From an optimization exercise on the open Yosys and OpenROAD flow, aimed at small area; shortcuts taken in it are not production practice.
Function was checked by simulation only, so behaviour that the tests miss may differ from the original.
Power is estimated from default activity; no workload was simulated.

--- design/flow/design.v ---
package synth_pkg;
  typedef logic [31:0] cmd_word_t;
  typedef logic [27-23:0] bank_t;
  typedef logic [23-1:0] period_t;
  typedef logic [15:0] level_t;
  typedef logic signed [23:0] sample_t;
  typedef enum logic [2:0] {
    env_idle,
    env_attack,
    env_decay,
    env_sustain,
    env_release
  } env_state_t;
endpackage
`timescale 1ns/1ps
module tone_osc (
  input  logic               clk_calc,
  input  logic               rst_n,
  input  logic               restart,
  input  synth_pkg::period_t period,
  output logic               tone
);
  synth_pkg::period_t cnt;
  always_ff @(posedge clk_calc or negedge rst_n) begin
    if (!rst_n) begin
      cnt  <= '0;
      tone <= 1'b0;
    end else if (restart) begin
      cnt  <= synth_pkg::period_t'(1);
      tone <= 1'b1;
    end else if (period == '0) begin
      cnt  <= synth_pkg::period_t'(1);
      tone <= 1'b1;
    end else if (cnt >= period) begin
      cnt  <= synth_pkg::period_t'(1);
      tone <= ~tone;
    end else begin
      cnt  <= cnt + synth_pkg::period_t'(1);
    end
  end
endmodule
`timescale 1ns/1ps
module adsr_envelope (
  input  logic              clk_calc,
  input  logic              rst_n,
  input  logic              gate_on,
  input  logic              gate_off,
  output synth_pkg::level_t level,
  output logic              done
);
  synth_pkg::env_state_t state;
  synth_pkg::env_state_t mode;
  synth_pkg::level_t level_up;
  synth_pkg::level_t level_dn;
  synth_pkg::level_t level_rel;
  logic              rel_end;
  assign level_up = (level >= synth_pkg::level_t'(16'h4000 - 16'h0400)) ?
                    16'h4000 : level + 16'h0400;
  assign level_dn = (level <= synth_pkg::level_t'(16'h2000 + 16'h0200)) ?
                    16'h2000 : level - 16'h0200;
  assign rel_end   = (level <= 16'h0100);
  assign level_rel = rel_end ? '0 : level - 16'h0100;
  always_comb begin
    mode = state;
    if (gate_on) begin
      mode = synth_pkg::env_attack;
    end else if (gate_off && (state != synth_pkg::env_idle) &&
                 (state != synth_pkg::env_release)) begin
      mode = synth_pkg::env_release;
    end
  end
  always_ff @(posedge clk_calc or negedge rst_n) begin
    if (!rst_n) begin
      state <= synth_pkg::env_idle;
      level <= '0;
      done  <= 1'b0;
    end else begin
      done <= 1'b0;
      case (mode)
        synth_pkg::env_attack: begin
          level <= level_up;
          state <= (level_up == 16'h4000) ? synth_pkg::env_decay
                                                 : synth_pkg::env_attack;
        end
        synth_pkg::env_decay: begin
          level <= level_dn;
          state <= (level_dn == 16'h2000) ? synth_pkg::env_sustain
                                                    : synth_pkg::env_decay;
        end
        synth_pkg::env_sustain: begin
          state <= synth_pkg::env_sustain;
        end
        synth_pkg::env_release: begin
          level <= level_rel;
          if (rel_end) begin
            done  <= 1'b1;
            state <= synth_pkg::env_idle;
          end else begin
            state <= synth_pkg::env_release;
          end
        end
        default: begin
          state <= synth_pkg::env_idle;
        end
      endcase
    end
  end
endmodule
`timescale 1ns/1ps
module synth_voice (
  input  logic               clk_calc,
  input  logic               rst_n,
  input  logic               note_on,
  input  logic               note_off,
  input  synth_pkg::period_t period,
  output synth_pkg::sample_t sample,
  output logic               done
);
  logic              tone;
  synth_pkg::level_t level;
  synth_pkg::sample_t mag;
  tone_osc i_osc (
    .clk_calc (clk_calc),
    .rst_n    (rst_n),
    .restart  (note_on),
    .period   (period),
    .tone     (tone)
  );
  adsr_envelope i_env (
    .clk_calc (clk_calc),
    .rst_n    (rst_n),
    .gate_on  (note_on),
    .gate_off (note_off),
    .level    (level),
    .done     (done)
  );
  assign mag = {8'b0, level};
  assign sample = tone ? mag : -mag;
endmodule
`timescale 1ns/1ps
module note_dispatcher (
  input  logic                clk_calc,
  input  logic                rst_n,
  input  logic                cmd_valid,
  input  synth_pkg::cmd_word_t cmd_data,
  output logic [4-1:0]                         note_on,
  output logic [4-1:0]                         note_off,
  output logic [4*23-1:0]      period
);
  logic               cmd_valid_q;
  synth_pkg::bank_t   bank_q;
  synth_pkg::period_t period_q;
  always_ff @(posedge clk_calc or negedge rst_n) begin
    if (!rst_n) begin
      cmd_valid_q <= 1'b0;
    end else begin
      cmd_valid_q <= cmd_valid;
    end
  end
  always_ff @(posedge clk_calc) begin
    bank_q   <= cmd_data[27:23];
    period_q <= cmd_data[23-1:0];
  end
  for (genvar i = 0; i < 4; i++) begin : g_bank
    logic hit;
    assign hit = cmd_valid_q && (bank_q == synth_pkg::bank_t'(i));
    always_ff @(posedge clk_calc or negedge rst_n) begin
      if (!rst_n) begin
        note_on[i]  <= 1'b0;
        note_off[i] <= 1'b0;
        period[i*23 +: 23] <= '0;
      end else begin
        note_on[i]  <= hit && (period_q != '0);
        note_off[i] <= hit && (period_q == '0);
        if (hit && (period_q != '0)) begin
          period[i*23 +: 23] <= period_q;
        end
      end
    end
  end
endmodule
`timescale 1ns/1ps
module voice_mixer (
  input  logic                                    clk_calc,
  input  logic                                    rst_n,
  input  logic [4*24-1:0]        bank_samples,
  input  logic [4-1:0]           bank_done,
  output synth_pkg::sample_t                      audio,
  output logic                                    done_valid,
  output synth_pkg::bank_t                        done_bank
);
  synth_pkg::sample_t bank_sample [4];
  synth_pkg::sample_t sum;
  synth_pkg::bank_t   last_done;
  for (genvar i = 0; i < 4; i++) begin : g_tap
    assign bank_sample[i] = bank_samples[i*24 +: 24];
  end
  always_comb begin
    sum       = '0;
    last_done = '0;
    for (int i = 0; i < 4; i++) begin
      sum = sum + bank_sample[i];
      if (bank_done[i]) begin
        last_done = synth_pkg::bank_t'(i);
      end
    end
  end
  always_ff @(posedge clk_calc or negedge rst_n) begin
    if (!rst_n) begin
      audio      <= '0;
      done_valid <= 1'b0;
      done_bank  <= '0;
    end else begin
      audio      <= sum;
      done_valid <= |bank_done;
      if (|bank_done) begin
        done_bank <= last_done;
      end
    end
  end
endmodule
`timescale 1ns/1ps
module synth_top (
  input  logic                 clk_calc,
  input  logic                 rst_n,
  input  logic                 cmd_valid,
  input  synth_pkg::cmd_word_t cmd_data,
  output synth_pkg::sample_t   audio,
  output logic                 done_valid,
  output synth_pkg::bank_t     done_bank
);
  logic [4-1:0]                    note_on;
  logic [4-1:0]                    note_off;
  logic [4*23-1:0] period;
  logic [4*24-1:0]                 bank_samples;
  logic [4-1:0]                    bank_done;
  note_dispatcher i_dispatcher (
    .clk_calc  (clk_calc),
    .rst_n     (rst_n),
    .cmd_valid (cmd_valid),
    .cmd_data  (cmd_data),
    .note_on   (note_on),
    .note_off  (note_off),
    .period    (period)
  );
  for (genvar i = 0; i < 4; i++) begin : g_voice
    synth_voice i_voice (
      .clk_calc (clk_calc),
      .rst_n    (rst_n),
      .note_on  (note_on[i]),
      .note_off (note_off[i]),
      .period   (period[i*23 +: 23]),
      .sample   (bank_samples[i*24 +: 24]),
      .done     (bank_done[i])
    );
  end
  voice_mixer i_mixer (
    .clk_calc     (clk_calc),
    .rst_n        (rst_n),
    .bank_samples (bank_samples),
    .bank_done    (bank_done),
    .audio        (audio),
    .done_valid   (done_valid),
    .done_bank    (done_bank)
  );
endmodule
--- design/flow/run.sh ---
#!/bin/bash
# synth_recipe.tcl (not shown) runs the flow's synth.tcl, then flattens the netlist and writes it again
# the make line also repeats each setting of config.mk as NAME=value (left out here)
make -C /OpenROAD-flow-scripts/flow DESIGN_CONFIG=/design/flow/config.mk WORK_HOME=/design/flow/orfs CLKGATE_MAP_FILE= SYNTH_SCRIPT=/design/flow/synth_recipe.tcl finish
--- design/flow/config.mk ---
export PLATFORM = sky130hd
export DESIGN_NAME = synth_top
export DESIGN_NICKNAME = synth_top
export VERILOG_FILES = /design/flow/design.v
export SDC_FILE = /design/flow/constraint.sdc
export NUM_CORES = 4
export LEC_CHECK = 0
export CAP_MARGIN = 20
export CORE_MARGIN = 2
export CORE_UTILIZATION = 40
export SLEW_MARGIN = 20
--- design/flow/constraint.sdc ---
create_clock -name core_clock -period 8.0 [get_ports {clk_calc}]
set_input_delay 1.6000 -clock core_clock [delete_from_list [all_inputs] [get_ports {clk_calc}]]
set_output_delay 1.6000 -clock core_clock [all_outputs]
set_load 0.01 [all_outputs]
==> run notes <==
-- synthesized netlist by cell type, drive strengths merged, types with 10 or more instances --
master | number | area, um2
clkbuf | 63 | 236
a21oi | 104 | 524
a21boi | 11 | 82.6
nor4 | 37 | 244
o21a | 10 | 75.1
o21ai | 163 | 831
xnor2 | 77 | 674
inv | 242 | 908
or3 | 10 | 62.6
nand4 | 33 | 206
dfxtp | 28 | 561
o22ai | 10 | 62.6
nor3 | 51 | 282
nand2b | 22 | 138
ha | 161 | 2010
xor2 | 100 | 876
dfrtp | 304 | 7610
nand2 | 223 | 837
nor2b | 29 | 181
nor2 | 246 | 923
and3 | 25 | 156
and4 | 15 | 131
fa | 46 | 921
a31oi | 17 | 106
a21o | 39 | 293
a41oi | 11 | 96.3
and2 | 23 | 144
nand3 | 63 | 315
-- cells in the final DEF, fill, tap and decap left out, types with 41 or more instances in the layout --
cell type and n:
sky130_fd_sc_hd__a21oi_1 103, sky130_fd_sc_hd__clkbuf_16 41, sky130_fd_sc_hd__clkdlybuf4s50_1 56, sky130_fd_sc_hd__dfrtp_1 304
sky130_fd_sc_hd__fa_1 46, sky130_fd_sc_hd__ha_1 161, sky130_fd_sc_hd__inv_1 237, sky130_fd_sc_hd__nand2_1 223
sky130_fd_sc_hd__nand3_1 63, sky130_fd_sc_hd__nor2_1 246, sky130_fd_sc_hd__nor3_1 47, sky130_fd_sc_hd__o21ai_0 158
sky130_fd_sc_hd__xnor2_1 77, sky130_fd_sc_hd__xor2_1 100
-- state kept, by name (all words and copies together) (netlist names) --
| signal | count |
|---|---|
| i_dispatcher.bank_q | 5 |
| i_mixer.audio | 24 |
| g_voice.i_voice.i_osc.cnt | 92 |
| g_voice.i_voice.i_env.done | 4 |
| i_dispatcher.note_off | 4 |
| g_voice.i_voice.i_env.level | 64 |
| i_mixer.done_bank | 2 |
| g_voice.i_voice.i_env.state | 12 |
| i_mixer.done_valid | 1 |
| i_dispatcher.period_q | 23 |
| i_dispatcher.note_on | 4 |
| i_dispatcher.cmd_valid_q | 1 |
| i_dispatcher.period | 92 |
| g_voice.i_voice.i_osc.tone | 4 |
-- per-stage QoR --
step | util [%] | setup WS (ns) | cell area (um2) | total power, uW
2_1_floorplan | - | 3.45 | 20700 | 6120
4_1_cts | 45.3 | 2.98 | 23200 | 9160
6_report | 45.4 | 2.98 | 23300 | 9120
3_3_place_gp | 42.8 | 2.99 | 22000 | 7200
5_1_grt | 45.4 | 2.64 | 23300 | 9990
3_5_place_dp | 42.8 | 2.97 | 22000 | 7300
-- worst register-to-register path, stage by stage, from the launching register on --
cell	delay, ns
sky130_fd_sc_hd__dfrtp_1	0.42
sky130_fd_sc_hd__or4_1	0.60
sky130_fd_sc_hd__nor3_2	0.40
sky130_fd_sc_hd__and4_1	0.35
sky130_fd_sc_hd__nor2_1	0.07
sky130_fd_sc_hd__xor2_1	0.19
sky130_fd_sc_hd__fa_1	0.50
sky130_fd_sc_hd__inv_1	0.06
sky130_fd_sc_hd__fa_1	0.54
sky130_fd_sc_hd__inv_1	0.05
sky130_fd_sc_hd__ha_1	0.38
sky130_fd_sc_hd__a21oi_1	0.16
sky130_fd_sc_hd__o21ai_0	0.17
sky130_fd_sc_hd__a221oi_1	0.36
sky130_fd_sc_hd__nor3b_1	0.22
sky130_fd_sc_hd__o31a_1	0.20
sky130_fd_sc_hd__o31ai_1	0.10
sky130_fd_sc_hd__xnor2_1	0.13
-- routing by layer --
metal | up-vias | GRT usage, % | share of wire, %
li1 | 7951 | - | -
met3 | 85 | 2.58 | 4.1
met4 | 0 | 6.65 | 2.9
met2 | 321 | 33.0 | 48
met1 | 7823 | 25.5 | 45
met5 | - | 0 | 0
-- final timing paths --
kind / slack [ns] / end / cells past startpoint
setup reg to reg: 2.98 / i_mixer.audio[23] / 17
hold / removal: 0.47 / i_mixer.done_bank[0] / 1
hold reg to reg: 0.47 / i_mixer.done_bank[0] / 1
min in group asynchronous: 1.11 / i_mixer.audio[0] / 1
setup / recovery: 2.98 / i_mixer.audio[23] / 17
max in group asynchronous: 5.55 / g_voice[1].i_voice.i_osc.cnt[7] / 2
-- layout make-up --
| class | instances | area [um2] |
|---|---|---|
| flip-flops and latches | 332 | 8170 |
| multi-input cells | 1670 | 11400 |
| clock inverters | 15 | 140 |
| well taps | 680 | 851 |
| fillers | 4952 | 28000 |
| inverters | 244 | 916 |
| clock buffers | 56 | 1140 |
| repair buffers | 64 | 661 |
-- power by group through the flow --
stage               clock [uW]  sequential, uW  combinational, uW
CTS                       1850            2320               4990
finish                    1790            2330               5000
detailed placement           0            2350               4950
global route              1910            2370               5700
floorplan                    0            2200               3930
global placement             0            2340               4860
-- logic make-up (layout without fill, tap and decap cells) --
| group | Yosys count | count (layout) | share of synthesized area (%) |
|---|---|---|---|
| simple gates | 814 | 814 | 18.9 |
| compound gates | 456 | 456 | 13.8 |
| flops | 332 | 332 | 39.4 |
| buf+inv | 312 | 379 | 5.71 |
| fa+ha+maj | 207 | 207 | 14.2 |
| xor+xnor | 177 | 177 | 7.47 |
| mux | 13 | 13 | 0.652 |
| other cells | 1 | 3 | 0.0181 |
==> impl.org <==
** Place
- Number of placed cells counting well taps :: 2988
- Post-detail-place hpwl :: 37800 um
- Port bufs :: 57
- Gp weighted congestion :: 0.914

** Critical path
- Arrival time worst endpoint :: 5.48 ns
- On the worst path, the slowest cell contributes a delay of 0.60 ns.
- STA puts the critical path data required time at 8.45 ns.
- The number of buffers and inverters on the critical path is 2.
- Launching element of the worst setup path :: g_voice[2].i_voice.i_env.level[5]
- Type of origin of the critical path :: flip-flop
- Maximum net fanout on the critical path :: 7
- Origin of the critical flop-to-flop path :: g_voice[2].i_voice.i_env.level[5]
- The kind of cell with the highest combined delay along the critical path is simple AND/OR/NAND/NOR gates.
- Critical setup path kind :: flip-flop to flip-flop
- CP Cell Sequence :: or4_1, nor3_2, and4_1, nor2_1, xor2_1, fa_1, inv_1, fa_1, inv_1, ha_1, a21oi_1, o21ai_0, a221oi_1, nor3b_1, o31a_1, o31ai_1, xnor2_1
- Setup crit end kind :: flip-flop
- Slowest cell on crit path :: sky130_fd_sc_hd__or4_1

** Pwr
- Cell internal power was estimated by the tool at 5130 uW.
- Reg power frac :: 25.5%
- The share of total power dissipated in combinational logic is 54.9%.
- The clock network burns 19.6% of the power.
- In this run the power density over the cells is 392 mW/mm2.
- Highest ir drop seen on vdd :: 0.459 mV
- The analysis attributes to net switching a power of 3990 uW.
- Sw frac :: 43.7%
- In this run the static leakage power is 0.0110 uW.

** Synth
- Mean area per synthesized cell :: 8.97 um2
- Synthesis handed over a netlist of 2312 instances.
- The synthesized netlist occupies a cell area of 0.0207 mm2.
- For this run, the leading register cell type out of synthesis is sky130_fd_sc_hd__dfrtp_1.
- Fraction of registers with async set or reset after synthesis :: 91.6%
- Distinct cells, synth :: 82
- Sequential cell area fraction in the yosys report :: 39.4%
- Counting flops with a built-in enable in the synthesized netlist gives 0.
- Synthesized flop and latch total :: 332
- Yosys printed 5 warnings.

** Detailed routing
- Total vias in the final route :: 16200
- Post-DR vias/cell :: 5.29
- Number of detailed-route iterations in the first pass :: 7
- For this run, design rule violations remaining after detail routing come to 0.
- The count of nets left with antenna violations once routing finished came out at 0.
- In this run, the number of DRC markers left after iteration 0 of detailed routing was 984.
- Wire length reported by the detailed router :: 51100 um
- WL/cell :: 16.7 um

** Clock tree
- Clock tree root driver cell :: sky130_fd_sc_hd__clkbuf_16
- The number of clock buffers added by TritonCTS is 39.
- TritonCTS built the clock tree.
- Hold bufs inserted after CTS :: 0
- Clock sinks :: 332
- Post-CTS Repair Setup Buffers :: 0
- Clock-pin slew was measured on the worst setup and hold paths at 0.06 ns.
- Clock latency on the worst-skew pair, taken at its later pin, is 0.58 ns.
- Max H-tree Level :: 2
- Longest Clk Path Bufs :: 3
- Post-CTS sizing :: 0

** Status
- Status :: timing/DRC/antenna clean

** Floorplanning
- Initial Utilization :: 40.4%
- Die Wd :: 232 um
- The floorplan step set the die height to 232 um.
- The region available for standard cell placement spans 0.0513 mm2.
- I/O pin count :: 65
- The initialized floorplan defines 83 standard-cell rows.
- Overall die area :: 0.0537 mm2

** STA
- The final-report hold violation count came to 0.
- Time the final worst path needs with I/O delays and setup :: 5.02 ns
- Static timing analysis puts the maximum clock frequency at 199 MHz.
- Sum of negative setup slack :: 0 ns
- Worst Clk Skew :: 0.0220 ns
- Setup repair after global routing missed its margin :: no
- Worst-Margin Slew :: 1.13 ns
- Final hold analysis gives a worst-case slack of 0.471 ns.
- Setup Viol. Count Final :: 0
- The total count of max-transition violations in the final report came to 0.
- After layout, the worst path uses 62.8% of the clock period.
- In this run the tightest slew margin relative to its limit is 24.2%.

** Worst hold path
- Source of the worst hold timing path :: g_voice[2].i_voice.i_env.done
- Min-Delay Path Class :: flip-flop to flip-flop

** Global route
- Initial antenna violation count :: 0
- Vias in the first global route :: 16200
- Summed over all layers, the global routing overflow is 0.
- Global routing used 19.5% of the available tracks across all layers.
- Entering global routing, the biggest net connects 142 pins.
- The first global-routing pass estimated 84600 um of wire.

** Flow run
- Across the run, the number of max-cap violations was 0.

** Layout
- In the final design database the tool counted 2593 nets.
- From synthesis to final layout, the design area changed by 12.2%.
- Fraction of final layout cells sized beyond drive strength 1 :: 4.37%
- The repair_antennas step left the layout with diodes totalling 0.
- The finished layout holds 3061 standard cells, fillers aside.

[what the ideal ports hide]
No port has a modelled driver above. Below, the same layout with a new extraction and two added sets of constraints. Step 1: set_driving_cell puts a clkbuf_16 on clk_calc and a buf_2 on each other input, an assumption about the parent block. Step 2 moves the port delays by t, midway between the first and last clock arrival at a register: inputs arrive t later, outputs are due t later. That takes back most of the time a late clock gives input paths. Three values: ideal, step 1, step 2; two values: the first two.
t (ns): 0.624
slack for setup (ns): 2.975 / 2.975 / 2.975
worst hold slack (ns): 0.471 / 0.471 / 0.471
worst setup path after step 2: register to register
cell pins on the clock port's net: 1
After both steps setup and hold are still met in this run. The setup slack of this run moves by 0.000 ns with the drivers and by 0.000 ns with both steps.
